Background: an optimization exercise with open tools, aiming at small area, a short achievable clock period and few clock cycles. Do not read the settings as production practice.
Function was checked by simulation only, so behaviour that the tests miss may differ from the original.
Power figures rest on the tool's default switching activity, not on a simulated workload.

==> flow/design.v <==
`timescale 1ns/1ns
`default_nettype none
package cache_pkg;
	typedef logic [32-1:0]  word_t;
	typedef logic [30-1:0] paddr_t;    
	typedef logic [28-1:0] laddr_t;    
	typedef logic [128-1:0]  line_t;     
	typedef logic [26-1:0]    tag_t;
	typedef logic [2-1:0]  index_t;
	typedef logic [2-1:0] offset_t;
	typedef logic way_t;
	typedef enum logic [1:0] {
		ST_READY     = 2'd0,    
		ST_WRITEBACK = 2'd1,    
		ST_REFILL    = 2'd2     
	} cache_state_e;
endpackage
`default_nettype wire
`timescale 1ns/1ns
`default_nettype none
module cache_top (
	input  wire         clk,
	input  wire         rst_n,
	input  wire         i_proc_read,
	input  wire         i_proc_write,
	input  wire [30-1:0] i_proc_addr,
	input  wire [32-1:0]  i_proc_wdata,
	output logic [32-1:0]       o_proc_rdata,
	output logic        o_proc_stall,
	output logic        o_mem_read,
	output logic        o_mem_write,
	output logic [28-1:0]      o_mem_addr,
	output logic [128-1:0]       o_mem_wdata,
	input  wire [128-1:0]  i_mem_rdata,
	input  wire         i_mem_ready
);
	logic        valid;
	logic        dirty;    
	logic [28-1:0] tag;    
	logic [128-1:0]  line;
	logic        done;     
	logic        pend;     
	logic        rd;       
	logic        wb;       
	logic [32-1:0] rdata;
	logic [28-1:0] laddr;
	logic [2-1:0] off;
	logic        req;
	logic        fresh;
	logic        hit;
	logic        rd_ready;
	logic        dirty_eff;
	logic        dirty_nxt;
	logic        port_free;
	logic        load_tag;
	logic        start_rd;
	logic        start_wb;
	logic [4-1:0] wen;
	logic [4-1:0] wsel;    
	logic [128-1:0]  line_nxt;
	logic [32-1:0] nxt_word;
	assign laddr = i_proc_addr[30-1:2];
	assign off   = i_proc_addr[2-1:0];
	assign req   = i_proc_read | i_proc_write;
	assign fresh = ~done & ~pend;
	assign hit   = valid & (tag == laddr);
	assign rd_ready = rd & i_mem_ready;
	assign dirty_eff = dirty & ~(wb & i_mem_ready);
	assign dirty_nxt = dirty_eff | (i_proc_write & (done | rd_ready | (fresh & hit)));
	assign port_free = ~((wb | rd) & ~i_mem_ready);
	assign load_tag  = ((fresh & req) | (pend & ~rd)) & port_free & ~dirty_eff;
	assign start_rd  = load_tag & ~(fresh & hit);
	assign start_wb  = port_free & dirty_nxt;
	always_comb begin
		nxt_word  = '0;
		for (int k = 0; k < 4; k++) begin
			wen[k] = done & wsel[k];
			if (off == k) begin
				nxt_word  = line_nxt[k*32 +: 32];
			end
		end
	end
	assign o_proc_stall = ~done;
	assign o_proc_rdata = rdata;
	assign o_mem_read   = rd;
	assign o_mem_write  = wb;
	assign o_mem_addr   = tag;
	assign o_mem_wdata  = line;
	always_ff @(posedge clk or negedge rst_n) begin
		if (!rst_n) begin
			valid <= 1'b0;
			dirty <= 1'b0;
			done  <= 1'b0;
			pend  <= 1'b0;
			rd    <= 1'b0;
			wb    <= 1'b0;
		end else begin
			dirty <= dirty_nxt;
			done  <= (fresh & req & hit) | rd_ready;
			pend  <= ((fresh & req & ~hit) | pend) & ~rd_ready;
			rd    <= (rd & ~i_mem_ready) | start_rd;
			wb    <= (wb & ~i_mem_ready) | start_wb;
			if (rd_ready)
				valid <= 1'b1;
		end
	end
	always_comb begin
		for (int k = 0; k < 4; k++)
			line_nxt[k*32 +: 32] =
				({32{rd}} & i_mem_rdata[k*32 +: 32]) |
				({32{wen[k]}} & i_proc_wdata) |
				({32{~rd & ~wen[k]}} & line[k*32 +: 32]);
	end
	always_ff @(posedge clk) begin
		if (load_tag)
			tag <= laddr;
		for (int k = 0; k < 4; k++)
			wsel[k] <= i_proc_write & (off == k);
		line <= line_nxt;
		rdata <= '1;
		if (i_proc_read & ~done)
			rdata <= nxt_word;    
	end
endmodule
`default_nettype wire
==> flow/flow/run.sh <==
#!/bin/bash
# The standard layout, with:
#  - the port buffers made of the smallest buffer cell,
#  - timing repair aiming for extra setup slack,
#  - the slow many-input OR/NOR cells (or4*, nor4*, nor3*) added to the platform's
#    don't-use list (flow/dont_use.txt holds the platform's list and these), so that
#    the tag compare maps to faster gates,
#  - clock tree synthesis without dummy loads, with small buffers at the leaves.
set -euo pipefail
here=$(cd "$(dirname "$0")" && pwd)
export BUFFER_PORTS_ARGS="-buffer_cell sky130_fd_sc_hd__buf_1"
export SETUP_SLACK_MARGIN=5.3
export CTS_ARGS="-sink_clustering_enable -repair_clock_nets -dont_use_dummy_load -sink_clustering_buffer sky130_fd_sc_hd__clkbuf_4 -buf_list {sky130_fd_sc_hd__clkbuf_4 sky130_fd_sc_hd__clkbuf_8 sky130_fd_sc_hd__clkbuf_16}"
bash standard.sh "DONT_USE_CELLS=$(cat "$here/dont_use.txt")" finish > standard_flow.log 2>&1
==> flow/flow/dont_use.txt <==
sky130_fd_sc_hd__probe_p_8 sky130_fd_sc_hd__probec_p_8 sky130_fd_sc_hd__lpflow_bleeder_1 sky130_fd_sc_hd__lpflow_clkbufkapwr_1 sky130_fd_sc_hd__lpflow_clkbufkapwr_16 sky130_fd_sc_hd__lpflow_clkbufkapwr_2 sky130_fd_sc_hd__lpflow_clkbufkapwr_4 sky130_fd_sc_hd__lpflow_clkbufkapwr_8 sky130_fd_sc_hd__lpflow_clkinvkapwr_1 sky130_fd_sc_hd__lpflow_clkinvkapwr_16 sky130_fd_sc_hd__lpflow_clkinvkapwr_2 sky130_fd_sc_hd__lpflow_clkinvkapwr_4 sky130_fd_sc_hd__lpflow_clkinvkapwr_8 sky130_fd_sc_hd__lpflow_decapkapwr_12 sky130_fd_sc_hd__lpflow_decapkapwr_3 sky130_fd_sc_hd__lpflow_decapkapwr_4 sky130_fd_sc_hd__lpflow_decapkapwr_6 sky130_fd_sc_hd__lpflow_decapkapwr_8 sky130_fd_sc_hd__lpflow_inputiso0n_1 sky130_fd_sc_hd__lpflow_inputiso0p_1 sky130_fd_sc_hd__lpflow_inputiso1n_1 sky130_fd_sc_hd__lpflow_inputiso1p_1 sky130_fd_sc_hd__lpflow_inputisolatch_1 sky130_fd_sc_hd__lpflow_isobufsrc_1 sky130_fd_sc_hd__lpflow_isobufsrc_16 sky130_fd_sc_hd__lpflow_isobufsrc_2 sky130_fd_sc_hd__lpflow_isobufsrc_4 sky130_fd_sc_hd__lpflow_isobufsrc_8 sky130_fd_sc_hd__lpflow_isobufsrckapwr_16 sky130_fd_sc_hd__lpflow_lsbuf_lh_hl_isowell_tap_1 sky130_fd_sc_hd__lpflow_lsbuf_lh_hl_isowell_tap_2 sky130_fd_sc_hd__lpflow_lsbuf_lh_hl_isowell_tap_4 sky130_fd_sc_hd__lpflow_lsbuf_lh_isowell_4 sky130_fd_sc_hd__lpflow_lsbuf_lh_isowell_tap_1 sky130_fd_sc_hd__lpflow_lsbuf_lh_isowell_tap_2 sky130_fd_sc_hd__lpflow_lsbuf_lh_isowell_tap_4 sky130_fd_sc_hd__or4_1 sky130_fd_sc_hd__or4_2 sky130_fd_sc_hd__or4_4 sky130_fd_sc_hd__or4b_1 sky130_fd_sc_hd__or4b_2 sky130_fd_sc_hd__or4b_4 sky130_fd_sc_hd__or4bb_1 sky130_fd_sc_hd__or4bb_2 sky130_fd_sc_hd__or4bb_4 sky130_fd_sc_hd__nor4_1 sky130_fd_sc_hd__nor4_2 sky130_fd_sc_hd__nor4_4 sky130_fd_sc_hd__nor4b_1 sky130_fd_sc_hd__nor4b_2 sky130_fd_sc_hd__nor4b_4 sky130_fd_sc_hd__nor4bb_1 sky130_fd_sc_hd__nor4bb_2 sky130_fd_sc_hd__nor4bb_4 sky130_fd_sc_hd__nor3_1 sky130_fd_sc_hd__nor3_2 sky130_fd_sc_hd__nor3_4 sky130_fd_sc_hd__nor3b_1 sky130_fd_sc_hd__nor3b_2 sky130_fd_sc_hd__nor3b_4
==> flow/standard.sh <==
#!/bin/bash
# synth_recipe.tcl (not shown) runs the flow's synth.tcl, then flattens the netlist and writes it again
# the make line also repeats each setting of config.mk as NAME=value (left out here)
make -C /OpenROAD-flow-scripts/flow DESIGN_CONFIG=/design/flow/config.mk WORK_HOME=/design/flow/orfs CLKGATE_MAP_FILE= SYNTH_SCRIPT=/design/flow/synth_recipe.tcl "${@:-finish}"
==> flow/config.mk <==
export PLATFORM = sky130hd
export DESIGN_NAME = cache_top
export DESIGN_NICKNAME = cache_top
export VERILOG_FILES = /design/flow/design.v
export SDC_FILE = /design/flow/constraint.sdc
export NUM_CORES = 4
export LEC_CHECK = 0
export ABC_CLOCK_PERIOD_IN_PS = 2500
export CAP_MARGIN = 20
export CORE_MARGIN = 2
export CORE_UTILIZATION = 40
export SLEW_MARGIN = 20
==> flow/constraint.sdc <==
create_clock -name core_clock -period 8.0 [get_ports {clk}]
set_input_delay 1.6000 -clock core_clock [delete_from_list [all_inputs] [get_ports {clk}]]
set_output_delay 1.6000 -clock core_clock [all_outputs]
set_load 0.01 [all_outputs]
==> summary.md, run 1 <==
| Metric | Value |
|---|---|
| Outcome | `finished clean` |
| Vias in the first global route | `around 7300` |
| Std cell rows | `52` |
| Final GP Congestion | `0.8385` |
| Final setup fails | `0` |
| Netlist cell types | `34` |
| I/O Pins | `a little under 400` |
| Die span in y | `approximately 150 um` |
| Area after DPL | `around 10000 um2` |
| Synth area leader | `dfxtp_1` |
| Mapped Area | `8371 um2` |
| Iteration-0 DRC Markers | `289` |
| CTS Buffer Depth | `2` |
| Commonest non-fill, non-tap cell in the layout | `buf_1` |
| Power Density | `approximately 420 nW/um2` |
| Worst-Margin Slew | `1.104 ns` |
| Core Box Area | `around 20000 um2` |
| First-pass DRT Iterations | `5` |
| Slowest-stage cell, CP | `dfrtp_4` |
| Place WS | `a little under 5 ns` |
| Seq/Total Area, Yosys | `0.5106` |
| Max-Cap Viols | `0` |
| CTS tree | `built` |
| Synthesis Warnings | `1` |
| Period utilisation layout | `0.3314` |
| Dpl hpwl | `approximately 19000 um` |
| CP Buf/Inv Count | `1` |
| Layout fillers | `between 2000 and 2500` |
| Total number of vias | `7483` |
| CP Cell Sequence | `buf_1` |
| Mapped Cells | `approximately 800` |
| Most frequent cells in the layout | `buf_1, dfxtp_1, inv_1` |
| Cell area after layout | `between 10000 and 15000 um2` |
| Cell family with most CP delay | `flip-flops` |
| CTS clock-pin slew for the worst setup and hold paths | `0.07 ns` |
| Setup TNS | `0 ns` |
| VDD IR-drop max | `0.1744 mV` |
| CTS H-Tree Depth | `4` |
| Crit path required time | `about 6.4 ns` |
| Drc violations | `0` |
| Clock root buffer | `clkbuf_16` |
| Die Area | `22100 um2` |
| Max Fanout on Critical Path | `3` |
| CP Launch Type | `register` |
| Clk_skew | `0.02686 ns` |
| Hold Buf Count CTS | `0` |
| Leakage | `4.339 nW` |
| DR WL/cell | `20.27 um` |
| TritonCTS Buffers | `17` |
| Non-filler cells, final | `1421` |
| Final Critical Period | `roughly 2.7 ns` |
| Buffers on Ports | `between 300 and 400` |
| All-Layer GR Usage | `0.2492` |
| First-pass GRT wire length | `slightly above 40000 um` |
| Crit path depth | `1` |
| CP Capture Type | `primary output` |
| Placed Cells | `~1400` |
| Share of layout cells above drive strength 1 | `0.06957` |
| Hold path depth | `2` |
| Detail Route Antenna Nets | `0` |
| Worst min-delay path category | `register to register` |
| Setup ws final | `5.349 ns` |
| Routed wire length | `28800 um` |
| Crit path arrival time | `between 1 and 1.5 ns` |
| Syn_nets | `984` |
| Via/cell ratio | `about 5.3` |
| Fmax | `roughly 0.38 GHz` |
| Fin nets | `1347` |
| Worst stage delay on the critical path | `about 0.50 ns` |
| Crit Path Class | `register to primary output` |
| Relative slew margins | `0.2638` |
| Synthesized flop and latch total | `slightly below 200` |
| Synth top area cells | `dfxtp_1, a22oi_1, edfxtp_1, mux4_2, a21boi_0` |
| Number of sinks on the clock net | `198` |
| Avg Cell Area, Syn | `10.61 um2` |
| Overall Power | `4.417 mW` |
| Synth top area share | `0.3922` |
| RSZ-0062 raised after global routing | `yes` |
| Antenna violations before repair | `1` |
| Fin. max-slew vios | `0` |
| Starting density of the core | `0.4110` |
| Register-to-Register Path Depth | `5` |
| Gr ovfl total | `0` |
| Final Hold Violating Endpoints | `0` |
| Die X | `148.7 um` |
| Largest net degree at the start of global routing | `97` |
| Worst-skew pair later-pin latency | `0.43 ns` |
| Area growth syn-to-layout | `25.82%` |
## cells in the mapped netlist (all sizes together)
| cell | n |
|---|---|
| a211oi | 2 |
| clkbuf | 8 |
| nand4 | 4 |
| and4 | 3 |
| nand3 | 1 |
| a22oi | 129 |
| nand2b | 1 |
| a32o | 2 |
| edfxtp | 28 |
| xnor2 | 23 |
| mux4 | 32 |
| and2 | 5 |
| a22o | 1 |
| o21a | 1 |
| o21ai | 6 |
| o22ai | 1 |
| inv | 137 |
| buf | 47 |
| dfrtp | 6 |
| xor2 | 3 |
| nand2 | 37 |
| and3 | 2 |
| a21boi | 128 |
| dfxtp | 164 |
| nor2 | 10 |
| and4b | 1 |
| and2b | 1 |
| a2111oi | 1 |
| a21oi | 5 |
## final cells by class
| type | count | area, um2 | area share |
|---|---|---|---|
| diodes | 1 | 2.502 | 0.0002376 |
| clock buffers | 17 | 425.4 | 0.04039 |
| inverters | 137 | 514.2 | 0.04883 |
| multi-input cells | 404 | 3410 | 0.3237 |
| flip-flops and latches | 198 | 4279 | 0.4063 |
| well taps | 270 | 337.8 | 0.03208 |
| repair buffers | 394 | 1563 | 0.1484 |
## kinds of logic (layout without fill, tap and decap cells)
| logic type | Yosys count | in the layout | synth area share |
|---|---|---|---|
| AO/OA/AOI/OAI | 276 | 277 | 0.2450 |
| XOR/XNOR | 26 | 26 | 0.02720 |
| buffers and inverters | 192 | 548 | 0.09432 |
| flip-flops | 198 | 198 | 0.5106 |
| multiplexers | 32 | 32 | 0.08610 |
| other | 0 | 1 | 0 |
| AND/OR/NAND/NOR | 65 | 69 | 0.03677 |
## what timing repair did
item                       4_1_cts  5_1_grt
buffers inserted                 4        3
resized for setup                6        4
gates cloned                     4        1
setup endpoints to repair       34       33
pin swaps                        4        1
## path summary, 6_finish.rpt
check | startpoint | endpoint | slack, ns
worst max register to register | done | rdata[12] | 5.45
min in group asynchronous | rst_n | wb | 1.07
max in group asynchronous | rst_n | rd | 6.61
worst max-delay path | rd | o_mem_read | 5.35
worst min register to register | valid | valid | 0.45
worst min-delay path | valid | valid | 0.45
## layer usage
layer,track usage,routed length [um]
met1,0.3079,11560
met2,0.4394,14370
met3,0.05491,2397
met4,0.06905,468
met5,0,0
## metrics by stage
| stage | hold WS (ns) | utilization |
|---|---|---|
| after detailed placement | 0.4395 | 0.4882 |
| after CTS | 0.4568 | 0.5139 |
| after floorplan | 0.4144 | - |
| after global routing | 0.4985 | 0.5170 |
| final | 0.4482 | 0.5171 |
| after global placement | 0.4309 | 0.4882 |
## where the power goes
| group | switching [mW] | total, mW | internal [mW] |
|---|---|---|---|
| Sequential | 0.265 | 1.76 | 1.50 |
| Clock | 0.333 | 0.704 | 0.371 |
| Combinational | 1.19 | 1.95 | 0.754 |
| Total | 1.79 | 4.42 | 2.62 |
## state kept, by name, indices dropped and copies added, names as in the netlist
register,cells
dirty,1
done,1
line,128
pend,1
rd,1
rdata,32
tag,28
valid,1
wb,1
wsel,4
## worst reg2reg max path, stage by stage (launching register included)
cell	delay [ns]
dfrtp_2	0.45
and2_2	0.55
nor2_4	0.73
a21boi_1	0.20
mux4_2	0.47
nand2_1	0.08
Testbench counts, summed over its fixed seeds: cycles 107,445.
==> inputs of run 2 (changes only) <==
==> flow/flow/run.sh (replaced) <==
#!/bin/bash
# The standard layout, with:
#  - the port buffers made of the smallest buffer cell,
#  - timing repair aiming for extra setup slack,
#  - the slow many-input OR/NOR cells (or4*, nor4*, nor3*) added to the platform's
#    don't-use list (flow/dont_use.txt holds the platform's list and these), so that
#    the tag compare maps to faster gates,
#  - clock tree synthesis without dummy loads and free to use smaller clock buffers.
set -euo pipefail
here=$(cd "$(dirname "$0")" && pwd)
export BUFFER_PORTS_ARGS="-buffer_cell sky130_fd_sc_hd__buf_1"
export SETUP_SLACK_MARGIN=5.4
export CTS_ARGS="-sink_clustering_enable -repair_clock_nets -dont_use_dummy_load -buf_list {sky130_fd_sc_hd__clkbuf_4 sky130_fd_sc_hd__clkbuf_8 sky130_fd_sc_hd__clkbuf_16}"
bash standard.sh "DONT_USE_CELLS=$(cat "$here/dont_use.txt")" finish > standard_flow.log 2>&1
==> summary.md, run 2 <==
| Metric | Value |
|---|---|
| Vias in the first global route | `7427 (was 7255)` |
| Crit path arrival time | `1.16 ns (was 1.05 ns)` |
| Detail Route Antenna Nets | `0 (unchanged)` |
| Final GP Congestion | `0.8178 (was 0.8385)` |
| Top reg by flops | `line (unchanged)` |
| CP Capture Type | `primary output (unchanged)` |
| Dpl hpwl | `18610 um (was 18800 um)` |
| Die Area | `22100 um2 (unchanged)` |
| Synth top area share | `0.3922 (unchanged)` |
| Crit path depth | `2 (was 1)` |
| Clk_skew | `0.02479 ns (was 0.02686 ns)` |
| Max Fanout on Critical Path | `2 (was 3)` |
| Worst-Margin Slew | `1.091 ns (was 1.104 ns)` |
| Hold slack | `0.4562 ns (was 0.4482 ns)` |
| Fin. max-slew vios | `0 (unchanged)` |
| Crit path required time | `6.40 ns (about the same)` |
| Async S/R FF share, synth | `0.03030 (unchanged)` |
| First-pass DRT Iterations | `6 (was 5)` |
| CTS Buffer Depth | `2 (unchanged)` |
| Period utilisation layout | `0.3453 (was 0.3314)` |
| Final setup fails | `0 (unchanged)` |
| FF-to-FF setup slack | `5.56 ns (was 5.45 ns)` |
| Setup TNS | `0 ns (unchanged)` |
| Final Hold Violating Endpoints | `0 (unchanged)` |
| TritonCTS Buffers | `17 (unchanged)` |
| CP Buf/Inv Count | `2 (was 1)` |
| Worst stage delay on the critical path | `0.50 ns (about the same)` |
| Synthesis Warnings | `1 (unchanged)` |
| Routed wire length | `29810 um (was 28800 um)` |
| CP Cell Sequence | `buf_16 -> buf_6 (was buf_1)` |
| Area growth syn-to-layout | `33.53% (was 25.82%)` |
| Most numerous cell in the Yosys netlist | `dfxtp_1 (unchanged)` |
| Worst-skew pair later-pin latency | `0.42 ns (was 0.43 ns)` |
| Clock root buffer | `clkbuf_16 (unchanged)` |
| Buffers on Ports | `385 (unchanged)` |
| Sequential share of power | `0.372 (was 0.400)` |
| Core Box Area | `20360 um2 (unchanged)` |
| Drc violations | `0 (unchanged)` |
| FF-to-FF Start | `done (unchanged)` |
| Die span in y | `148.7 um (unchanged)` |
| Leakage | `4.767 nW (was 4.339 nW)` |
| First-pass GRT wire length | `42950 um (was 40990 um)` |
| CP Launch Type | `register (unchanged)` |
| Adder-Cell Fraction of Synth Area | `0 (unchanged)` |
| Starting density of the core | `0.4110 (unchanged)` |
| Fin nets | `1402 (was 1347)` |
| Post-synth top cells | `dfxtp_1, inv_1, a22oi_1, a21boi_0, a21boi_1 (unchanged)` |
| Post-synth EDFFs | `28 (unchanged)` |
| Outcome | `finished clean (unchanged)` |
| Overall Power | `4.714 mW (was 4.417 mW)` |
| Cell area after layout | `11180 um2 (was 10530 um2)` |
| Synth top area cells | `dfxtp_1, a22oi_1, edfxtp_1, mux4_2, a21boi_0 (unchanged)` |
| Top flop regs | `line: 128 flops, rdata: 32 flops, tag: 28 flops (unchanged)` |
| Combinational share of power | `0.481 (was 0.441)` |
| Register-to-Register Path Depth | `7 (was 5)` |
| Synthesized flop and latch total | `198 (unchanged)` |
| Relative slew margins | `0.2727 (was 0.2638)` |
| Power Density | `421.8 nW/um2 (was 419.4 nW/um2)` |
| Commonest non-fill, non-tap cell in the layout | `buf_1 (unchanged)` |
| Primary FF master, synth | `dfxtp_1 (unchanged)` |
| Largest family of logic cells by synthesized area | `compound AO/OA/AOI/OAI gates (unchanged)` |
| Share of layout cells above drive strength 1 | `0.1411 (was 0.06957)` |
| Iteration-0 DRC Markers | `410 (was 289)` |
| Simple-Gate Fraction of Synth Area | `0.03677 (unchanged)` |
| I/O Pins | `386 (unchanged)` |
| Final Critical Period | `2.762 ns (was 2.651 ns)` |
| Multiplexer share of the synthesized area | `0.08610 (unchanged)` |
| Synth area leader | `dfxtp_1 (unchanged)` |
| Antenna violations before repair | `1 (unchanged)` |
| Sw frac | `0.3931 (was 0.4057)` |
| Non-filler cells, final | `1476 (was 1421)` |
| Std cell rows | `52 (unchanged)` |
| Via/cell ratio | `5.223 (was 5.266)` |
| Clk pwr share | `0.147 (was 0.159)` |
| CTS clock-pin slew for the worst setup and hold paths | `0.07 ns (about the same)` |
| RSZ-0062 raised after global routing | `yes (unchanged)` |
| Total number of vias | `7709 (was 7483)` |
| Crit Path Class | `register to primary output (unchanged)` |
| RR Endpoint | `rdata[7] (was rdata[12])` |
| Number of sinks on the clock net | `198 (unchanged)` |
| Mapped Cells | `789 (unchanged)` |
| Avg Cell Area, Syn | `10.61 um2 (unchanged)` |
| Area after DPL | `9956 um2 (was 9942 um2)` |
| Cell family with most CP delay | `flip-flops (unchanged)` |
| Worst min-delay path category | `register to register (unchanged)` |
| Largest net degree at the start of global routing | `38 (was 97)` |
| Max-Cap Viols | `0 (unchanged)` |
| Max reg flops | `128 (unchanged)` |
| CTS H-Tree Depth | `4 (unchanged)` |
| Mapped Area | `8371 um2 (unchanged)` |
| XOR/XNOR share of the synthesized area | `0.02720 (unchanged)` |
| All-Layer GR Usage | `0.2614 (was 0.2492)` |
| Layout fillers | `1978 (was 2014)` |
| Slowest-stage cell, CP | `dfrtp_4 (unchanged)` |
| Switch Pwr | `1.853 mW (was 1.792 mW)` |
| Netlist cell types | `34 (unchanged)` |
| Critical Path End | `o_mem_read (unchanged)` |
| DR WL/cell | `20.20 um (was 20.27 um)` |
| Internal power | `2.861 mW (was 2.625 mW)` |
| Most frequent cells in the layout | `buf_1, dfxtp_1, inv_1 (unchanged)` |
| Placed Cells | `1391 (unchanged)` |
| Syn_nets | `984 (unchanged)` |
| Hold Buf Count CTS | `0 (unchanged)` |
| Die X | `148.7 um (unchanged)` |
| Seq/Total Area, Yosys | `0.5106 (unchanged)` |
| Fmax | `0.3620 GHz (was 0.3772 GHz)` |
| Compound-Gate Fraction of Synth Area | `0.2450 (unchanged)` |
| VDD IR-drop max | `0.1649 mV (was 0.1744 mV)` |
| CTS tree | `built (unchanged)` |
| CP startpoint | `rd (unchanged)` |
| Gr ovfl total | `0 (unchanged)` |
run 2: changes by cell type in the layout (fill, tap and decap cells not counted), sizes merged:
cell and change:
clkbuf +26, buf +26, bufbuf +3
run 2: metal layers:
layer,up-vias,track usage,wire length (um)
met3,20,0.05491,2282
met2,360,0.4650,15350
met4,0,0.06714,332
met1,3705,0.3234,11840
met5,-,0,0
li1,3624,-,-
run 2: how the worst min path moves through the flow:
stage | startpoint | endpoint | depth (start not counted)
2_1_floorplan | valid | valid | 2
3_3_place_gp | valid | valid | 2
3_5_place_dp | valid | valid | 2
4_1_cts | valid | valid | 2
5_1_grt | valid | valid | 2
6_report | valid | valid | 2
run 2: layout make-up:
class | instances | area, um2 | area share
Antenna cell | 1 | 2.502 | 0.0002239
Timing Repair Buffer | 449 | 2188 | 0.1958
Inverter | 137 | 521.8 | 0.04668
Clock buffer | 17 | 425.4 | 0.03806
Sequential cell | 198 | 4279 | 0.3828
Multi-Input combinational cell | 404 | 3422 | 0.3062
Tap cell | 270 | 337.8 | 0.03022
run 2: worst register-to-register path: cells and delay by family, from the launching register on:
kind            cells  cell delay [ns]
compound gates      1             0.30
simple gates        3             0.97
flops               1             0.41
mux                 1             0.29
buf+inv             2             0.33
run 2: cell families (layout without fill, tap and decap cells):
group / Yosys count / in the layout
AOI/OAI and AO/OA: 276 / 277
xor gates and xnor gates: 26 / 26
buffers and inverters: 192 / 603
DFF: 198 / 198
muxes: 32 / 32
other: 0 / 1
and+or+nand+nor: 65 / 69
run 2: per-stage QoR:
step | utilization | setup slack [ns]
6_report | 0.5488 | 5.238
4_1_cts | 0.5344 | 5.212
2_1_floorplan | - | 5.389
5_1_grt | 0.5488 | 5.197
3_3_place_gp | 0.4889 | 4.536
3_5_place_dp | 0.4889 | 4.532
run 2: repair_timing:
action / 4_1_cts / 5_1_grt
endpoints found under the setup margin: 71 / 97
pin swaps: 4 / 6
resized for setup: 20 / 28
cloned: 8 / 0
buffers inserted: 34 / 25
run 2: power by group through the flow:
stage	clock network, mW	registers [mW]	logic [mW]
after floorplan	0	1.94	0.986
after global placement	0	1.82	1.77
after CTS	0.713	1.75	2.15
after global routing	0.756	1.80	2.47
final	0.694	1.75	2.27
after detailed placement	0	1.82	1.80
==> inputs of run 3 (changes only) <==
--- a/flow/flow/run.sh
+++ b/flow/flow/run.sh
@@ -10,5 +10,5 @@
 here=$(cd "$(dirname "$0")" && pwd)
 export BUFFER_PORTS_ARGS="-buffer_cell sky130_fd_sc_hd__buf_1"
-export SETUP_SLACK_MARGIN=5.4
+export SETUP_SLACK_MARGIN=5.3
 export CTS_ARGS="-sink_clustering_enable -repair_clock_nets -dont_use_dummy_load -buf_list {sky130_fd_sc_hd__clkbuf_4 sky130_fd_sc_hd__clkbuf_8 sky130_fd_sc_hd__clkbuf_16}"
 bash standard.sh "DONT_USE_CELLS=$(cat "$here/dont_use.txt")" finish > standard_flow.log 2>&1
--- a/flow/config.mk
+++ b/flow/config.mk
@@ -6,4 +6,5 @@
 export NUM_CORES = 4
 export LEC_CHECK = 0
+export ABC_AREA = 1
 export ABC_CLOCK_PERIOD_IN_PS = 2500
 export CAP_MARGIN = 20
==> summary.md, run 3 <==
| Metric | Value |
|---|---|
| Outcome | `finished clean (unchanged)` |
| Core Box Area | `20300 um2 (was 20360 um2)` |
| RSZ-0062 raised after global routing | `no (was yes)` |
| Worst-Margin Slew | `1.054 ns (was 1.091 ns)` |
| Std cell rows | `52 (unchanged)` |
| Period utilisation layout | `0.3330 (was 0.3453)` |
| Met2 usage | `0.4769 (was 0.4650)` |
| Fmax | `0.3753 GHz (was 0.3620 GHz)` |
| Max-Cap Viols | `0 (unchanged)` |
| Met3 Use GR | `0.06481 (was 0.05491)` |
| DR WL/cell | `19.02 um (was 20.20 um)` |
| Cell family with most CP delay | `flip-flops (unchanged)` |
| Async S/R FF share, synth | `0.03030 (unchanged)` |
| Commonest non-fill, non-tap cell in the layout | `nand2_1 (was buf_1)` |
| Area growth syn-to-layout | `27.79% (was 33.53%)` |
| All-Layer GR Usage | `0.2751 (was 0.2614)` |
| Total number of vias | `8684 (was 7709)` |
| TritonCTS Buffers | `17 (unchanged)` |
| Final GP Congestion | `0.8378 (was 0.8178)` |
| Most frequent cells in the layout | `nand2_1, buf_1, dfxtp_1 (was buf_1, dfxtp_1, inv_1)` |
| First-pass DRT Iterations | `6 (unchanged)` |
| Gr busiest metal | `met2 (unchanged)` |
| Area after DPL | `9891 um2 (was 9956 um2)` |
| Final Critical Period | `2.664 ns (was 2.762 ns)` |
| Drc violations | `0 (unchanged)` |
| Netlist cell types | `30 (was 34)` |
| Antenna violations before repair | `0 (was 1)` |
| Max reg flops | `128 (unchanged)` |
| Post-synth top cells | `nand2_1, dfxtp_1, o211ai_1, inv_1, a21oi_1 (was dfxtp_1, inv_1, a22oi_1, a21boi_0, a21boi_1)` |
| Post-synth EDFFs | `28 (unchanged)` |
| Setup TNS | `0 ns (unchanged)` |
| Die span in y | `148.0 um (was 148.7 um)` |
| Worst-skew pair later-pin latency | `0.44 ns (was 0.42 ns)` |
| Crit path required time | `6.40 ns (about the same)` |
| Slowest-stage cell, CP | `dfrtp_4 (unchanged)` |
| Met1 Resource Use GR | `0.3308 (was 0.3234)` |
| Antenna diodes | `0 (was 1)` |
| First-pass GRT wire length | `46040 um (was 42950 um)` |
| Top reg by flops | `line (unchanged)` |
| Fin nets | `1631 (was 1402)` |
| Gr ovfl total | `0 (unchanged)` |
| Fin. max-slew vios | `0 (unchanged)` |
| Worst min-delay path category | `register to register (unchanged)` |
| Crit Path Class | `register to primary output (unchanged)` |
| Non-filler cells, final | `1704 (was 1476)` |
| I/O Pins | `386 (unchanged)` |
| Hold slack | `0.4792 ns (was 0.4562 ns)` |
| Final core utilization | `0.5224 (was 0.5488)` |
| CTS clock-pin slew for the worst setup and hold paths | `0.06 ns (was 0.07 ns)` |
| Leakage | `4.527 nW (was 4.767 nW)` |
| Relative slew margins | `0.2963 (was 0.2727)` |
| Die Area | `21920 um2 (was 22100 um2)` |
| Routed wire length | `32420 um (was 29810 um)` |
| Final setup fails | `0 (unchanged)` |
| Top flop regs | `line: 128 flops, rdata: 32 flops, tag: 28 flops (unchanged)` |
| Final Hold Violating Endpoints | `0 (unchanged)` |
| Mapped Area | `8299 um2 (was 8371 um2)` |
| CP Buf/Inv Count | `1 (was 2)` |
| Die X | `148.0 um (was 148.7 um)` |
| CP Launch Type | `register (unchanged)` |
| Buffers on Ports | `385 (unchanged)` |
| Via/cell ratio | `5.096 (was 5.223)` |
| Hold Buf Count CTS | `0 (unchanged)` |
| CTS H-Tree Depth | `4 (unchanged)` |
| Max Fanout on Critical Path | `3 (was 2)` |
| CP Cell Sequence | `buf_6 (was buf_16 -> buf_6)` |
| Starting density of the core | `0.4088 (was 0.4110)` |
| Clk_skew | `0.02562 ns (was 0.02479 ns)` |
| Avg Cell Area, Syn | `7.829 um2 (was 10.61 um2)` |
| Most numerous cell in the Yosys netlist | `nand2_1 (was dfxtp_1)` |
| Iteration-0 DRC Markers | `570 (was 410)` |
| Vias in the first global route | `8230 (was 7427)` |
| Syn_nets | `1255 (was 984)` |
| Placed Cells | `1664 (was 1391)` |
| CTS Buffer Depth | `2 (unchanged)` |
| CP Capture Type | `primary output (unchanged)` |
| Synthesis Warnings | `1 (unchanged)` |
| Layout fillers | `2070 (was 1978)` |
| Seq/Total Area, Yosys | `0.5150 (was 0.5106)` |
| Cell area after layout | `10610 um2 (was 11180 um2)` |
| Mapped Cells | `1060 (was 789)` |
| Crit path arrival time | `1.06 ns (was 1.16 ns)` |
| VDD IR-drop max | `0.1911 mV (was 0.1649 mV)` |
| Synthesized flop and latch total | `198 (unchanged)` |
| CTS tree | `built (unchanged)` |
| Worst stage delay on the critical path | `0.51 ns (was 0.50 ns)` |
| Dpl hpwl | `21050 um (was 18610 um)` |
| Number of sinks on the clock net | `198 (unchanged)` |
| Synth top area cells | `dfxtp_1, nand2_1, o211ai_1, edfxtp_1, inv_1 (was dfxtp_1, a22oi_1, edfxtp_1, mux4_2, a21boi_0)` |
| Power Density | `413.5 nW/um2 (was 421.8 nW/um2)` |
| Synth area leader | `dfxtp_1 (unchanged)` |
| Largest net degree at the start of global routing | `74 (was 38)` |
| Detail Route Antenna Nets | `0 (unchanged)` |
| Clock root buffer | `clkbuf_16 (unchanged)` |
| Synth top area share | `0.3956 (was 0.3922)` |
| Share of layout cells above drive strength 1 | `0.05649 (was 0.1411)` |
| Primary FF master, synth | `dfxtp_1 (unchanged)` |
-- run 3: per-stage QoR --
stage | setup WS, ns | power (mW)
final | 5.336 | 4.385
after CTS | 5.306 | 4.356
after detailed placement | 4.269 | 3.539
after floorplan | 5.142 | 2.840
after global routing | 5.304 | 4.661
after global placement | 4.311 | 3.532
-- run 3: timing repair --
| item | CTS | global route |
|---|---|---|
| setup buffers | 12 | 3 |
| cloned | 3 | 5 |
| resized for setup | 11 | 9 |
| pin swaps | 3 | 6 |
| endpoints found under the setup margin | 90 | 29 |
-- run 3: per-layer routing --
layer	wire length (um)	up-vias
met5	0	-
met3	2652	58
met2	15510	403
met1	13330	4023
met4	918	0
li1	-	4200
-- run 3: power breakdown --
part / internal [mW] / switching (mW) / leakage, nW
sequential: 1.49 / 0.263 / 1.71
clock: 0.371 / 0.344 / 0.209
combinational: 0.625 / 1.29 / 2.61
-- run 3: area by class of cell --
| cell class | instances | area (um2) | share of cell area |
|---|---|---|---|
| Sequential cell | 198 | 4279 | 0.4035 |
| Multi-Input combinational cell | 694 | 3413 | 0.3218 |
| Timing Repair Buffer | 402 | 1654 | 0.1560 |
| Inverter | 122 | 488.0 | 0.04601 |
| Clock buffer | 17 | 425.4 | 0.04011 |
| Tap cell | 270 | 337.8 | 0.03185 |
| Timing Repair inverter | 1 | 7.507 | 0.0007079 |
-- run 3: worst paths after layout --
kind                             from         end  slack [ns]  cells past startpoint
worst min-delay path            valid       valid        0.48                      2
worst max register to register     rd   rdata[26]        5.43                      7
min in group asynchronous       rst_n          rd        1.05                      1
max in group asynchronous       rst_n        done        6.66                      1
worst max-delay path               rd  o_mem_read        5.34                      1
worst min register to register  valid       valid        0.48                      2
-- run 3: logic make-up (layout without fill, tap and decap cells) --
family | after synthesis | after routing | synth area share
AND/OR/NAND/NOR | 500 | 507 | 0.2374
XOR/XNOR | 3 | 3 | 0.003167
buffers and inverters | 175 | 542 | 0.08759
AO/OA/AOI/OAI | 184 | 184 | 0.1568
flip-flops | 198 | 198 | 0.5150
-- run 3: worst register-to-register path, delay by kind of cell (launching register included) --
family,cells,cell delay [ns]
and+or+nand+nor,4,1.28
buffers and inverters,2,0.55
DFF,1,0.51
AOI/OAI and AO/OA,1,0.17
==> inputs of run 4 (changes only) <==
--- a/flow/config.mk
+++ b/flow/config.mk
@@ -6,8 +6,7 @@
 export NUM_CORES = 4
 export LEC_CHECK = 0
-export ABC_AREA = 1
 export ABC_CLOCK_PERIOD_IN_PS = 2500
 export CAP_MARGIN = 20
 export CORE_MARGIN = 2
-export CORE_UTILIZATION = 40
+export CORE_UTILIZATION = 30
 export SLEW_MARGIN = 20
==> summary.md, run 4 <==
| Metric | Value |
|---|---|
| Outcome | `finished clean (unchanged)` |
| Die X | `171.0 um (was 148.0 um)` |
| Mapped Area | `8371 um2 (was 8299 um2)` |
| Relative slew margins | `0.2331 (was 0.2963)` |
| CP Capture Type | `primary output (unchanged)` |
| CTS tree | `built (unchanged)` |
| Dpl hpwl | `19450 um (was 21050 um)` |
| Worst min-delay path category | `register to register (unchanged)` |
| Synthesis Warnings | `1 (unchanged)` |
| Crit Path Class | `register to primary output (unchanged)` |
| Vias in the first global route | `7523 (was 8230)` |
| Core Box Area | `27630 um2 (was 20300 um2)` |
| Commonest non-fill, non-tap cell in the layout | `buf_1 (was nand2_1)` |
| Slowest-stage cell, CP | `dfrtp_4 (unchanged)` |
| First-pass GRT wire length | `44150 um (was 46040 um)` |
| Final Hold Violating Endpoints | `0 (unchanged)` |
| CTS Buffer Depth | `2 (unchanged)` |
| Fin. max-slew vios | `0 (unchanged)` |
| Via/cell ratio | `4.912 (was 5.096)` |
| Max Fanout on Critical Path | `4 (was 3)` |
| Hold slack | `0.4430 ns (was 0.4792 ns)` |
| Area after DPL | `10100 um2 (was 9891 um2)` |
| Most frequent cells in the layout | `buf_1, dfxtp_1, inv_1 (was nand2_1, buf_1, dfxtp_1)` |
| CP Cell Sequence | `buf_1 (was buf_6)` |
| Mapped Cells | `789 (was 1060)` |
| Crit path required time | `6.40 ns (about the same)` |
| I/O Pins | `386 (unchanged)` |
| RSZ-0062 raised after global routing | `yes (was no)` |
| Fmax | `0.3767 GHz (was 0.3753 GHz)` |
| Gr ovfl total | `0 (unchanged)` |
| Primary FF master, synth | `dfxtp_1 (unchanged)` |
| Area growth syn-to-layout | `28.33% (was 27.79%)` |
| All-Layer GR Usage | `0.2036 (was 0.2751)` |
| Worst-skew pair later-pin latency | `0.43 ns (was 0.44 ns)` |
| DR WL/cell | `20.34 um (was 19.02 um)` |
| Drc violations | `0 (unchanged)` |
| Synthesized flop and latch total | `198 (unchanged)` |
| Number of sinks on the clock net | `198 (unchanged)` |
| Netlist cell types | `34 (was 30)` |
| Period utilisation layout | `0.3318 (was 0.3330)` |
| Share of layout cells above drive strength 1 | `0.07692 (was 0.05649)` |
| Die span in y | `171.0 um (was 148.0 um)` |
| Async S/R FF share, synth | `0.03030 (unchanged)` |
| Synth top area share | `0.3922 (was 0.3956)` |
| Post-synth top cells | `dfxtp_1, inv_1, a22oi_1, a21boi_0, a21boi_1 (was nand2_1, dfxtp_1, o211ai_1, inv_1, a21oi_1)` |
| Std cell rows | `61 (was 52)` |
| Most numerous cell in the Yosys netlist | `dfxtp_1 (was nand2_1)` |
| Top flop regs | `line: 128 flops, rdata: 32 flops, tag: 28 flops (unchanged)` |
| Post-synth EDFFs | `28 (unchanged)` |
| Antenna violations before repair | `1 (was 0)` |
| Syn_nets | `984 (was 1255)` |
| Iteration-0 DRC Markers | `427 (was 570)` |
| Setup TNS | `0 ns (unchanged)` |
| Total number of vias | `7545 (was 8684)` |
| Die Area | `29250 um2 (was 21920 um2)` |
| Routed wire length | `31240 um (was 32420 um)` |
| Starting density of the core | `0.3030 (was 0.4088)` |
| First-pass DRT Iterations | `4 (was 6)` |
| Worst stage delay on the critical path | `0.51 ns (about the same)` |
| Fin nets | `1354 (was 1631)` |
| Clk_skew | `0.02780 ns (was 0.02562 ns)` |
| TritonCTS Buffers | `17 (unchanged)` |
| Cell family with most CP delay | `flip-flops (unchanged)` |
| Final setup fails | `0 (unchanged)` |
| Clock root buffer | `clkbuf_16 (unchanged)` |
| Power Density | `418.6 nW/um2 (was 413.5 nW/um2)` |
| Worst-Margin Slew | `1.150 ns (was 1.054 ns)` |
| Detail Route Antenna Nets | `0 (unchanged)` |
| Final GP Congestion | `0.8012 (was 0.8378)` |
| Max-Cap Viols | `0 (unchanged)` |
| Seq/Total Area, Yosys | `0.5106 (was 0.5150)` |
| Final Critical Period | `2.655 ns (was 2.664 ns)` |
| Cell area after layout | `10740 um2 (was 10610 um2)` |
| CP Launch Type | `register (unchanged)` |
| Leakage | `4.378 nW (was 4.527 nW)` |
| Layout fillers | `2873 (was 2070)` |
| Largest net degree at the start of global routing | `61 (was 74)` |
| Crit path arrival time | `1.05 ns (was 1.06 ns)` |
| Max reg flops | `128 (unchanged)` |
| Buffers on Ports | `385 (unchanged)` |
| CTS clock-pin slew for the worst setup and hold paths | `0.06 ns (about the same)` |
| Synth area leader | `dfxtp_1 (unchanged)` |
| Top reg by flops | `line (unchanged)` |
| VDD IR-drop max | `0.1610 mV (was 0.1911 mV)` |
| CTS H-Tree Depth | `4 (unchanged)` |
| Avg Cell Area, Syn | `10.61 um2 (was 7.829 um2)` |
| Synth top area cells | `dfxtp_1, a22oi_1, edfxtp_1, mux4_2, a21boi_0 (was dfxtp_1, nand2_1, o211ai_1, edfxtp_1, inv_1)` |
| CP Buf/Inv Count | `1 (unchanged)` |
==> run 4: cell count changes after synthesis, sizes merged, moves of 21 or more <==
cell	delta
a21boi	+128
a21oi	-36
a22oi	+129
mux4	+32
nand2	-407
nor2	-23
o211ai	-120
xnor2	+21
==> run 4: per-layer routing <==
layer	GRT usage	up-vias	share of wire	wire length, um
met5	0	-	0	0
li1	-	3520	-	-
met2	0.3513	327	0.50	15590
met4	0.05932	0	0.018	548
met3	0.05112	40	0.065	2043
met1	0.2507	3658	0.42	13070
==> run 4: kinds of logic after synthesis <==
kind of cell / share of synthesized area
buf+inv: 0.09432
compound gates: 0.2450
simple gates: 0.03677
flops: 0.5106
xor+xnor: 0.02720
mux: 0.08610
==> run 4: area by class of cell <==
class | instances | area (um2) | share of cell area
diodes | 1 | 2.502 | 0.0002330
clock buffers | 17 | 425.4 | 0.03960
inverters | 137 | 514.2 | 0.04787
multi-input cells | 404 | 3416 | 0.3180
flip-flops and latches | 198 | 4279 | 0.3984
well taps | 378 | 473.0 | 0.04403
repair buffers | 401 | 1632 | 0.1519
==> run 4: final timing paths <==
check                           startpoint    endpoint  slack [ns]  depth (start not counted)
min in group asynchronous            rst_n       dirty        1.04                          1
worst min register to register       valid       valid        0.44                          2
worst min-delay path                 valid       valid        0.44                          2
max in group asynchronous            rst_n          rd        6.65                          1
worst max-delay path                    rd  o_mem_read        5.35                          1
worst max register to register        done    rdata[0]        5.38                          5
==> run 4: metrics by stage <==
step,std cells,setup slack [ns],utilization,power [mW]
global placement,1502,4.855,0.3655,3.606
global route,1535,5.298,0.3887,4.809
floorplan,789,5.315,-,2.920
finish,1536,5.345,0.3888,4.496
detailed placement,1502,4.808,0.3655,3.641
CTS,1529,5.305,0.3858,4.484
==> run 4: timing repair <==
action	4_1_cts	5_1_grt
gates resized for setup	6	7
setup buffers	7	4
hold buffers	0	0
gates cloned	3	2
endpoints found under the hold margin	0	0
endpoints found under the setup margin	43	61
pin swaps	4	3
==> run 4: report_power, final <==
| part | internal (mW) | switching [mW] | leakage, nW | total [mW] |
|---|---|---|---|---|
| registers | 1.50 | 0.249 | 1.71 | 1.75 |
| logic | 0.778 | 1.25 | 2.46 | 2.03 |
| clock network | 0.372 | 0.348 | 0.209 | 0.720 |
==> inputs of run 5 (changes only) <==
--- a/flow/config.mk
+++ b/flow/config.mk
@@ -9,4 +9,4 @@
 export CAP_MARGIN = 20
 export CORE_MARGIN = 2
-export CORE_UTILIZATION = 30
+export CORE_UTILIZATION = 50
 export SLEW_MARGIN = 20
==> summary.md, run 5 <==
| Metric | Value |
|---|---|
| Number of sinks on the clock net | `198 (unchanged)` |
| Top flop regs | `line: 128 flops, rdata: 32 flops, tag: 28 flops (unchanged)` |
| WL met3 | `2268 um (was 2043 um)` |
| Mapped Cells | `789 (unchanged)` |
| Final setup fails | `0 (unchanged)` |
| Max-Cap Viols | `0 (unchanged)` |
| Cell family with most CP delay | `flip-flops (unchanged)` |
| Internal power | `2.656 mW (was 2.649 mW)` |
| Switch Pwr | `1.809 mW (was 1.847 mW)` |
| Die span in y | `133.4 um (was 171.0 um)` |
| Area growth syn-to-layout | `25.95% (was 28.33%)` |
| Starting density of the core | `0.5084 (was 0.3030)` |
| CTS H-Tree Depth | `4 (unchanged)` |
| Drc violations | `0 (unchanged)` |
| Largest net degree at the start of global routing | `62 (was 61)` |
| FF-to-FF Start | `done (unchanged)` |
| CP Capture Type | `primary output (unchanged)` |
| Outcome | `finished clean (unchanged)` |
| Clk pwr share | `0.156 (was 0.160)` |
| Iteration-0 DRC Markers | `341 (was 427)` |
| Fin nets | `1354 (unchanged)` |
| Share of layout cells above drive strength 1 | `0.07606 (was 0.07692)` |
| Crit path required time | `6.40 ns (about the same)` |
| Final GP Congestion | `0.8397 (was 0.8012)` |
| CTS clock-pin slew for the worst setup and hold paths | `0.06 ns (about the same)` |
| Gr ovfl total | `0 (unchanged)` |
| Crit path arrival time | `1.05 ns (about the same)` |
| Netlist cell types | `34 (unchanged)` |
| WL met1 | `11280 um (was 13070 um)` |
| CTS tree | `built (unchanged)` |
| Primary FF master, synth | `dfxtp_1 (unchanged)` |
| Core Box Area | `16470 um2 (was 27630 um2)` |
| Synth top area cells | `dfxtp_1, a22oi_1, edfxtp_1, mux4_2, a21boi_0 (unchanged)` |
| Post-synth top cells | `dfxtp_1, inv_1, a22oi_1, a21boi_0, a21boi_1 (unchanged)` |
| Via/cell ratio | `5.518 (was 4.912)` |
| Synthesized flop and latch total | `198 (unchanged)` |
| Most numerous cell in the Yosys netlist | `dfxtp_1 (unchanged)` |
| Power Density | `423.5 nW/um2 (was 418.6 nW/um2)` |
| CTS Buffer Depth | `2 (unchanged)` |
| First-pass GRT wire length | `41990 um (was 44150 um)` |
| Max reg flops | `128 (unchanged)` |
| CP Launch Type | `register (unchanged)` |
| Fin. max-slew vios | `0 (unchanged)` |
| Dpl hpwl | `18310 um (was 19450 um)` |
| Avg Cell Area, Syn | `10.61 um2 (unchanged)` |
| Setup TNS | `0 ns (unchanged)` |
| Fmax | `0.3767 GHz (about the same)` |
| Routed wire length | `28520 um (was 31240 um)` |
| VDD IR-drop max | `0.1934 mV (was 0.1610 mV)` |
| CP Buf/Inv Count | `1 (unchanged)` |
| All-Layer GR Usage | `0.3169 (was 0.2036)` |
| Worst-Margin Slew | `1.147 ns (was 1.150 ns)` |
| Worst min-delay path category | `register to register (unchanged)` |
| DR WL/cell | `20.71 um (was 20.34 um)` |
| Max Fanout on Critical Path | `2 (was 4)` |
| Vias in the first global route | `7397 (was 7523)` |
| Seq/Total Area, Yosys | `0.5106 (unchanged)` |
| Hold Buf Count CTS | `0 (unchanged)` |
| Sequential share of power | `0.387 (was 0.389)` |
| Final Critical Period | `2.655 ns (about the same)` |
| Antenna violations before repair | `0 (was 1)` |
| RSZ-0062 raised after global routing | `no (was yes)` |
| Worst stage delay on the critical path | `0.33 ns (was 0.51 ns)` |
| CP Cell Sequence | `buf_1 (unchanged)` |
| Die X | `133.4 um (was 171.0 um)` |
| Clock root buffer | `clkbuf_16 (unchanged)` |
| Post-synth EDFFs | `28 (unchanged)` |
| Async S/R FF share, synth | `0.03030 (unchanged)` |
| Place WS | `4.929 ns (was 4.808 ns)` |
| Mapped Area | `8371 um2 (unchanged)` |
| Buffers on Ports | `385 (unchanged)` |
| Leakage | `4.378 nW (about the same)` |
| Synth area leader | `dfxtp_1 (unchanged)` |
| Most frequent cells in the layout | `buf_1, dfxtp_1, inv_1 (unchanged)` |
| Total number of vias | `7598 (was 7545)` |
| DR WL met2 | `14010 um (was 15590 um)` |
| First-pass DRT Iterations | `5 (was 4)` |
| Syn_nets | `984 (unchanged)` |
| Relative slew margins | `0.2354 (was 0.2331)` |
| Detail Route Antenna Nets | `0 (unchanged)` |
| Setup ws final | `5.345 ns (about the same)` |
| Final Hold Violating Endpoints | `0 (unchanged)` |
| Synthesis Warnings | `1 (unchanged)` |
| Worst Min Path Start | `valid (unchanged)` |
| CP startpoint | `line[63] (was rd)` |
| Slowest-stage cell, CP | `dfxtp_1 (was dfrtp_4)` |
| Worst-skew pair later-pin latency | `0.42 ns (was 0.43 ns)` |
| Top reg by flops | `line (unchanged)` |
| Crit Path Class | `register to primary output (unchanged)` |
| Combinational share of power | `0.457 (was 0.451)` |
| Period utilisation layout | `0.3318 (about the same)` |
| Max layer used | `met4 (unchanged)` |
| Antenna diodes | `0 (was 1)` |
| TritonCTS Buffers | `17 (unchanged)` |
| Sw frac | `0.4052 (was 0.4108)` |
| Die Area | `17790 um2 (was 29250 um2)` |
| Commonest non-fill, non-tap cell in the layout | `buf_1 (unchanged)` |
| I/O Pins | `386 (unchanged)` |
| Synth top area share | `0.3922 (unchanged)` |
| Overall Power | `4.465 mW (was 4.496 mW)` |
| Std cell rows | `47 (was 61)` |
| Clk_skew | `0.01544 ns (was 0.02780 ns)` |
run 5: changes by cell type in the layout (fill, tap and decap cells not counted):
cell	change
and2b_1	+1
buf_12	+1
buf_8	-1
buf_4	-1
diode_2	-1
and2b_2	-1
clkbuf_2	+1
run 5: timing repair:
action	4_1_cts	5_1_grt
setup buffers	6	7
hold endpoints to repair	0	0
pin swaps	1	2
endpoints found under the setup margin	34	33
gates cloned	4	1
resized for setup	6	6
run 5: logic make-up (layout without fill, tap and decap cells):
logic type | count (synthesis) | in the layout | synth area share
mux | 32 | 32 | 0.08610
simple gates | 65 | 69 | 0.03677
compound gates | 276 | 277 | 0.2450
buf+inv | 192 | 555 | 0.09432
xor+xnor | 26 | 26 | 0.02720
flops | 198 | 198 | 0.5106
run 5: per-stage QoR:
| step | hold slack (ns) | cells | cell area (um2) | util |
|---|---|---|---|---|
| 3_5_place_dp | 0.4394 | 1342 | 9886 | 0.6004 |
| 3_3_place_gp | 0.4321 | 1342 | 9886 | 0.6004 |
| 4_1_cts | 0.4548 | 1369 | 10440 | 0.6340 |
| 6_report | 0.4515 | 1377 | 10540 | 0.6403 |
| 2_1_floorplan | 0.4144 | 789 | 8393 | - |
| 5_1_grt | 0.4818 | 1377 | 10540 | 0.6403 |
run 5: final timing paths:
| path | to | slack, ns | cells past startpoint |
|---|---|---|---|
| hold reg to reg | valid | 0.45 | 2 |
| hold / removal | valid | 0.45 | 2 |
| setup / recovery | o_mem_wdata[63] | 5.35 | 1 |
| min in group asynchronous | dirty | 1.06 | 1 |
| max in group asynchronous | rd | 6.65 | 1 |
| setup reg to reg | rdata[13] | 5.40 | 6 |
run 5: per-layer routing:
metal	vias to the layer above	track usage
li1	3511	-
met3	57	0.07078
met2	364	0.5355
met4	0	0.1436
met5	-	0
met1	3666	0.3888
run 5: cell type report:
cell class              instances  area, um2
clock buffers                  17      425.4
fillers                      1463       5923
inverters                     137      514.2
well taps                     220      275.3
flip-flops and latches        198       4279
multi-input cells             404       3415
repair buffers                401       1634
run 5: power groups by stage:
stage               sequential (mW)  combinational, mW  clock [mW]
finish                         1.73               2.04       0.696
global route                   1.78               2.21       0.747
CTS                            1.72               1.98       0.708
detailed placement             1.80               1.82           0
global placement               1.80               1.79           0
floorplan                      1.94              0.983           0
==> inputs of run 6 (changes only) <==
--- a/flow/config.mk
+++ b/flow/config.mk
@@ -9,4 +9,4 @@
 export CAP_MARGIN = 20
 export CORE_MARGIN = 2
-export CORE_UTILIZATION = 50
+export CORE_UTILIZATION = 40
 export SLEW_MARGIN = 20
==> summary.md, run 6 <==
| Metric | Value |
|---|---|
| Gr busiest metal | `met2 (unchanged)` |
| Die Area | `22100 um2 (was 17790 um2)` |
| Share of layout cells above drive strength 1 | `0.06957 (was 0.07606)` |
| Worst Min Path Start | `valid (unchanged)` |
| Dpl hpwl | `18800 um (was 18310 um)` |
| Mapped Area | `8371 um2 (unchanged)` |
| Drc violations | `0 (unchanged)` |
| Hold Buf Count CTS | `0 (unchanged)` |
| Worst-Margin Slew | `1.104 ns (was 1.147 ns)` |
| Max reg flops | `128 (unchanged)` |
| Top reg by flops | `line (unchanged)` |
| Worst stage delay on the critical path | `0.50 ns (was 0.33 ns)` |
| Commonest non-fill, non-tap cell in the layout | `buf_1 (unchanged)` |
| Met1 Resource Use GR | `0.3079 (was 0.3888)` |
| Core Box Area | `20360 um2 (was 16470 um2)` |
| Power Density | `419.4 nW/um2 (was 423.5 nW/um2)` |
| FF-to-FF Start | `done (unchanged)` |
| Slowest-stage cell, CP | `dfrtp_4 (was dfxtp_1)` |
| Buffers on Ports | `385 (unchanged)` |
| Max Fanout on Critical Path | `3 (was 2)` |
| Gr ovfl total | `0 (unchanged)` |
| Crit Path Class | `register to primary output (unchanged)` |
| Vias in the first global route | `7255 (was 7397)` |
| Crit path required time | `6.40 ns (about the same)` |
| RSZ-0062 raised after global routing | `yes (was no)` |
| Via/cell ratio | `5.266 (was 5.518)` |
| First-pass DRT Iterations | `5 (unchanged)` |
| Combinational share of power | `0.441 (was 0.457)` |
| CTS tree | `built (unchanged)` |
| CTS Buffer Depth | `2 (unchanged)` |
| Leakage | `4.339 nW (was 4.378 nW)` |
| All-Layer GR Usage | `0.2492 (was 0.3169)` |
| Max-Cap Viols | `0 (unchanged)` |
| Total number of vias | `7483 (was 7598)` |
| Place WS | `4.857 ns (was 4.929 ns)` |
| Sequential share of power | `0.400 (was 0.387)` |
| Synthesis Warnings | `1 (unchanged)` |
| Worst min-delay path category | `register to register (unchanged)` |
| Final core utilization | `0.5171 (was 0.6403)` |
| Most numerous cell in the Yosys netlist | `dfxtp_1 (unchanged)` |
| Fin. max-slew vios | `0 (unchanged)` |
| Final Critical Period | `2.651 ns (was 2.655 ns)` |
| Internal power | `2.625 mW (was 2.656 mW)` |
| VDD IR-drop max | `0.1744 mV (was 0.1934 mV)` |
| Final setup fails | `0 (unchanged)` |
| Detail Route Antenna Nets | `0 (unchanged)` |
| Fmax | `0.3772 GHz (was 0.3767 GHz)` |
| Routed wire length | `28800 um (was 28520 um)` |
| Setup TNS | `0 ns (unchanged)` |
| Met3 Use GR | `0.05491 (was 0.07078)` |
| Non-filler cells, final | `1421 (was 1377)` |
| Setup ws final | `5.349 ns (was 5.345 ns)` |
| Sw frac | `0.4057 (was 0.4052)` |
| Post-synth top cells | `dfxtp_1, inv_1, a22oi_1, a21boi_0, a21boi_1 (unchanged)` |
| FF-to-FF setup slack | `5.45 ns (was 5.40 ns)` |
| Final GP Congestion | `0.8385 (was 0.8397)` |
| TritonCTS Buffers | `17 (unchanged)` |
| Syn_nets | `984 (unchanged)` |
| Seq/Total Area, Yosys | `0.5106 (unchanged)` |
| Outcome | `finished clean (unchanged)` |
| CP Cell Sequence | `buf_1 (unchanged)` |
| Die span in y | `148.7 um (was 133.4 um)` |
| DR WL/cell | `20.27 um (was 20.71 um)` |
| Starting density of the core | `0.4110 (was 0.5084)` |
| Fin nets | `1347 (was 1354)` |
| Crit path arrival time | `1.05 ns (about the same)` |
| Mapped Cells | `789 (unchanged)` |
| Relative slew margins | `0.2638 (was 0.2354)` |
| Final Hold Violating Endpoints | `0 (unchanged)` |
| CP Launch Type | `register (unchanged)` |
| Synthesized flop and latch total | `198 (unchanged)` |
| Number of sinks on the clock net | `198 (unchanged)` |
| Overall Power | `4.417 mW (was 4.465 mW)` |
| Clock root buffer | `clkbuf_16 (unchanged)` |
| Synth top area cells | `dfxtp_1, a22oi_1, edfxtp_1, mux4_2, a21boi_0 (unchanged)` |
| Primary FF master, synth | `dfxtp_1 (unchanged)` |
| Clk pwr share | `0.159 (was 0.156)` |
| First-pass GRT wire length | `40990 um (was 41990 um)` |
| CTS H-Tree Depth | `4 (unchanged)` |
| Netlist cell types | `34 (unchanged)` |
| I/O Pins | `386 (unchanged)` |
| Antenna violations before repair | `1 (was 0)` |
| Cell family with most CP delay | `flip-flops (unchanged)` |
| Post-synth EDFFs | `28 (unchanged)` |
| Synth area leader | `dfxtp_1 (unchanged)` |
| Worst-skew pair later-pin latency | `0.43 ns (was 0.42 ns)` |
| Clk_skew | `0.02686 ns (was 0.01544 ns)` |
| CP startpoint | `rd (was line[63])` |
| Switch Pwr | `1.792 mW (was 1.809 mW)` |
| Std cell rows | `52 (was 47)` |
| Met2 usage | `0.4394 (was 0.5355)` |
| Top flop regs | `line: 128 flops, rdata: 32 flops, tag: 28 flops (unchanged)` |
| Largest net degree at the start of global routing | `97 (was 62)` |
| Placed Cells | `1391 (was 1342)` |
| CP Capture Type | `primary output (unchanged)` |
| Iteration-0 DRC Markers | `289 (was 341)` |
| Avg Cell Area, Syn | `10.61 um2 (unchanged)` |
| Synth top area share | `0.3922 (unchanged)` |
| CP Buf/Inv Count | `1 (unchanged)` |
| CTS clock-pin slew for the worst setup and hold paths | `0.07 ns (was 0.06 ns)` |
| Most frequent cells in the layout | `buf_1, dfxtp_1, inv_1 (unchanged)` |
| Period utilisation layout | `0.3314 (was 0.3318)` |
| Area growth syn-to-layout | `25.82% (was 25.95%)` |
| Async S/R FF share, synth | `0.03030 (unchanged)` |
| Die X | `148.7 um (was 133.4 um)` |
-- run 6: repair_timing --
action,4_1_cts,5_1_grt
setup endpoints to repair,34,33
gates resized for setup,6,4
hold endpoints to repair,0,0
buffers inserted,4,3
cloned,4,1
pin swaps,4,1
-- run 6: through the flow --
| stage | hold slack (ns) | instance area (um2) |
|---|---|---|
| after floorplan | 0.4144 | 8393 |
| after global placement | 0.4309 | 9942 |
| after detailed placement | 0.4395 | 9942 |
| after CTS | 0.4568 | 10470 |
| after global routing | 0.4985 | 10530 |
| final | 0.4482 | 10530 |
-- run 6: layout make-up --
type | instances | area (um2)
repair buffers | 394 | 1563
fillers | 2014 | 9833
clock buffers | 17 | 425.4
diodes | 1 | 2.502
flip-flops and latches | 198 | 4279
inverters | 137 | 514.2
well taps | 270 | 337.8
multi-input cells | 404 | 3410
-- run 6: metal layers --
layer / share of wire / wire, um
met4: 0.016 / 468
met5: 0 / 0
met2: 0.50 / 14370
met1: 0.40 / 11560
met3: 0.083 / 2397
-- run 6: kinds of logic after synthesis --
family	Yosys count	share of synthesized area
compound gates	276	0.2450
flops	198	0.5106
buf+inv	192	0.09432
simple gates	65	0.03677
mux	32	0.08610
xor+xnor	26	0.02720
-- run 6: final timing paths --
check                              to  cells after the start
max                        o_mem_read                      1
min                             valid                      2
max reg2reg                 rdata[12]                      5
min reg2reg                     valid                      2
max in group asynchronous          rd                      1
min in group asynchronous          wb                      1
-- run 6: power by group through the flow --
stage / clock (mW) / sequential [mW] / combinational, mW
after CTS: 0.722 / 1.76 / 1.93
after floorplan: 0 / 1.94 / 0.983
after global routing: 0.757 / 1.81 / 2.13
after detailed placement: 0 / 1.81 / 1.81
final: 0.704 / 1.76 / 1.95
after global placement: 0 / 1.82 / 1.78
==> inputs of run 7 (changes only) <==
--- a/flow/flow/run.sh
+++ b/flow/flow/run.sh
@@ -10,5 +10,5 @@
 here=$(cd "$(dirname "$0")" && pwd)
 export BUFFER_PORTS_ARGS="-buffer_cell sky130_fd_sc_hd__buf_1"
-export SETUP_SLACK_MARGIN=5.3
+export SETUP_SLACK_MARGIN=5.2
 export CTS_ARGS="-sink_clustering_enable -repair_clock_nets -dont_use_dummy_load -buf_list {sky130_fd_sc_hd__clkbuf_4 sky130_fd_sc_hd__clkbuf_8 sky130_fd_sc_hd__clkbuf_16}"
 bash standard.sh "DONT_USE_CELLS=$(cat "$here/dont_use.txt")" finish > standard_flow.log 2>&1
==> summary.md, run 7 <==
| Metric | Value |
|---|---|
| Outcome | `finished clean (unchanged)` |
| Area after DPL | `9936 um2 (was 9942 um2)` |
| Final GP Congestion | `0.8348 (was 0.8385)` |
| DR WL/cell | `20.11 um (was 20.27 um)` |
| Period utilisation layout | `0.3423 (was 0.3314)` |
| Clk_skew | `0.02233 ns (was 0.02686 ns)` |
| Netlist cell types | `34 (unchanged)` |
| Leakage | `4.317 nW (was 4.339 nW)` |
| FF-to-FF setup slack | `5.43 ns (was 5.45 ns)` |
| Max layer used | `met5 (was met4)` |
| Cell area after layout | `10470 um2 (was 10530 um2)` |
| Largest net degree at the start of global routing | `97 (unchanged)` |
| DR WL met2 | `14040 um (was 14370 um)` |
| Worst stage delay on the critical path | `0.45 ns (was 0.50 ns)` |
| CTS Buffer Depth | `2 (unchanged)` |
| Die Area | `22100 um2 (unchanged)` |
| Primary FF master, synth | `dfxtp_1 (unchanged)` |
| I/O Pins | `386 (unchanged)` |
| Crit path required time | `6.40 ns (about the same)` |
| CP Launch Type | `register (unchanged)` |
| Synth top area cells | `dfxtp_1, a22oi_1, edfxtp_1, mux4_2, a21boi_0 (unchanged)` |
| Fmax | `0.3652 GHz (was 0.3772 GHz)` |
| Avg Cell Area, Syn | `10.61 um2 (unchanged)` |
| Routed wire length | `28520 um (was 28800 um)` |
| Share of layout cells above drive strength 1 | `0.06277 (was 0.06957)` |
| Buffers on Ports | `385 (unchanged)` |
| Max Fanout on Critical Path | `8 (was 3)` |
| Final setup fails | `0 (unchanged)` |
| CTS tree | `built (unchanged)` |
| Worst-skew pair later-pin latency | `0.42 ns (was 0.43 ns)` |
| Most numerous cell in the Yosys netlist | `dfxtp_1 (unchanged)` |
| Std cell rows | `52 (unchanged)` |
| Setup TNS | `0 ns (unchanged)` |
| Async S/R FF share, synth | `0.03030 (unchanged)` |
| Worst min-delay path category | `register to register (unchanged)` |
| Detail Route Antenna Nets | `0 (unchanged)` |
| Top reg by flops | `line (unchanged)` |
| TritonCTS Buffers | `17 (unchanged)` |
| Max-Cap Viols | `0 (unchanged)` |
| Top flop regs | `line: 128 flops, rdata: 32 flops, tag: 28 flops (unchanged)` |
| Clock root buffer | `clkbuf_16 (unchanged)` |
| CP Capture Type | `primary output (unchanged)` |
| Max reg flops | `128 (unchanged)` |
| CTS clock-pin slew for the worst setup and hold paths | `0.05 ns (was 0.07 ns)` |
| Relative slew margins | `0.2703 (was 0.2638)` |
| Synth area leader | `dfxtp_1 (unchanged)` |
| Number of sinks on the clock net | `198 (unchanged)` |
| Via/cell ratio | `5.179 (was 5.266)` |
| CTS H-Tree Depth | `4 (unchanged)` |
| WL met1 | `11930 um (was 11560 um)` |
| First-pass DRT Iterations | `5 (unchanged)` |
| Crit Path Class | `register to primary output (unchanged)` |
| Commonest non-fill, non-tap cell in the layout | `buf_1 (unchanged)` |
| Most frequent cells in the layout | `buf_1, dfxtp_1, inv_1 (unchanged)` |
| Crit path arrival time | `1.14 ns (was 1.05 ns)` |
| Gr ovfl total | `0 (unchanged)` |
| RSZ-0062 raised after global routing | `no (was yes)` |
| Drc violations | `0 (unchanged)` |
| Area growth syn-to-layout | `25.11% (was 25.82%)` |
| Dpl hpwl | `18790 um (was 18800 um)` |
| CP Cell Sequence | `inv_1 -> buf_1 (was buf_1)` |
| Die X | `148.7 um (unchanged)` |
| Layout fillers | `1989 (was 2014)` |
| Total number of vias | `7344 (was 7483)` |
| Synthesis Warnings | `1 (unchanged)` |
| Mapped Area | `8371 um2 (unchanged)` |
| Post-synth top cells | `dfxtp_1, inv_1, a22oi_1, a21boi_0, a21boi_1 (unchanged)` |
| Final Hold Violating Endpoints | `0 (unchanged)` |
| Core Box Area | `20360 um2 (unchanged)` |
| Syn_nets | `984 (unchanged)` |
| Power Density | `417.8 nW/um2 (was 419.4 nW/um2)` |
## run 7: cell counts after synthesis
Identical to the previous run, type by type.
## run 7: final cells by class
class / instances / area share
Antenna cell: 1 / 0.0002389
Clock buffer: 17 / 0.04062
Inverter: 137 / 0.04910
Multi-Input combinational cell: 403 / 0.3234
Sequential cell: 198 / 0.4085
Tap cell: 270 / 0.03226
Timing Repair Buffer: 392 / 0.1459
## run 7: cells by family (layout without fill, tap and decap cells)
kind of cell              Yosys count  in the layout  synth area share
other                               0              1                 0
AOI/OAI and AO/OA                 276            276            0.2450
buffers and inverters             192            546           0.09432
muxes                              32             32           0.08610
DFF                               198            198            0.5106
and+or+nand+nor                    65             69           0.03677
xor gates and xnor gates           26             26           0.02720
## run 7: layer usage
layer	GRT usage	vias to the layer above
met1	0.3167	3509
met3	0.05767	28
met5	0	-
li1	-	3498
met2	0.4319	307
met4	0.07810	2
## run 7: what timing repair did
item / CTS / global route
pin swaps: 4 / 0
resized for setup: 4 / 2
setup buffers: 2 / 2
hold endpoints to repair: 0 / 0
endpoints found under the setup margin: 33 / 35
hold buffers: 0 / 0
gates cloned: 4 / 0
## run 7: path summary, 6_finish.rpt
kind	startpoint	end	cells past startpoint
worst min-delay path	valid	valid	2
max in group asynchronous	rst_n	rd	1
worst max-delay path	done	o_proc_stall	2
worst max register to register	done	rdata[31]	5
min in group asynchronous	rst_n	dirty	1
worst min register to register	valid	valid	2
## run 7: power by group
group | switching (mW) | internal [mW]
Combinational | 1.19 | 0.734
Clock | 0.323 | 0.371
Sequential | 0.262 | 1.50
## run 7: critical path, delay by kind of cell (launching register included)
family,cells,cell delay (ns)
buffers and inverters,2,0.29
flip-flops,1,0.45
## run 7: per-stage QoR
stage,power [mW],hold slack (ns),instances,worst slack (ns),utilization
final,4.375,0.4522,1418,5.262,0.5143
after global routing,4.679,0.5040,1417,5.206,0.5141
after CTS,4.388,0.4512,1415,5.207,0.5129
after detailed placement,3.606,0.4503,1392,4.768,0.4879
after global placement,3.590,0.4361,1392,4.821,0.4879
after floorplan,2.913,0.4144,789,5.223,-

==> re-timing with driven ports <==
How much do the figures lean on ideal ports? The routed layouts below were timed once more, with nothing changed but the port constraints.
Step 1, drivers: a clkbuf_16 drives clk and a buf_2 each remaining input, both assumed.
Step 2, shift: input delay + t, output delay - t, t = (earliest + latest rising clock arrival at the registers) / 2. This alone moves slack from input paths to output paths.
a / b / c = ideal ports / drivers / drivers and shift; a / b = the first two.
run	shift t [ns]	setup WS [ns]
run 1	0.463	5.349 / 5.301 / 4.934
run 2	0.454	5.238 / 5.191 / 5.059
run 3	0.467	5.336 / 5.293 / 4.895
run 4	0.459	5.345 / 5.298 / 4.965
run 5	0.462	5.345 / 5.298 / 4.937
run 6	0.463	5.349 / 5.301 / 4.934
run 7	0.458	5.262 / 5.216 / 4.848
After both steps every run listed still meets setup and hold.
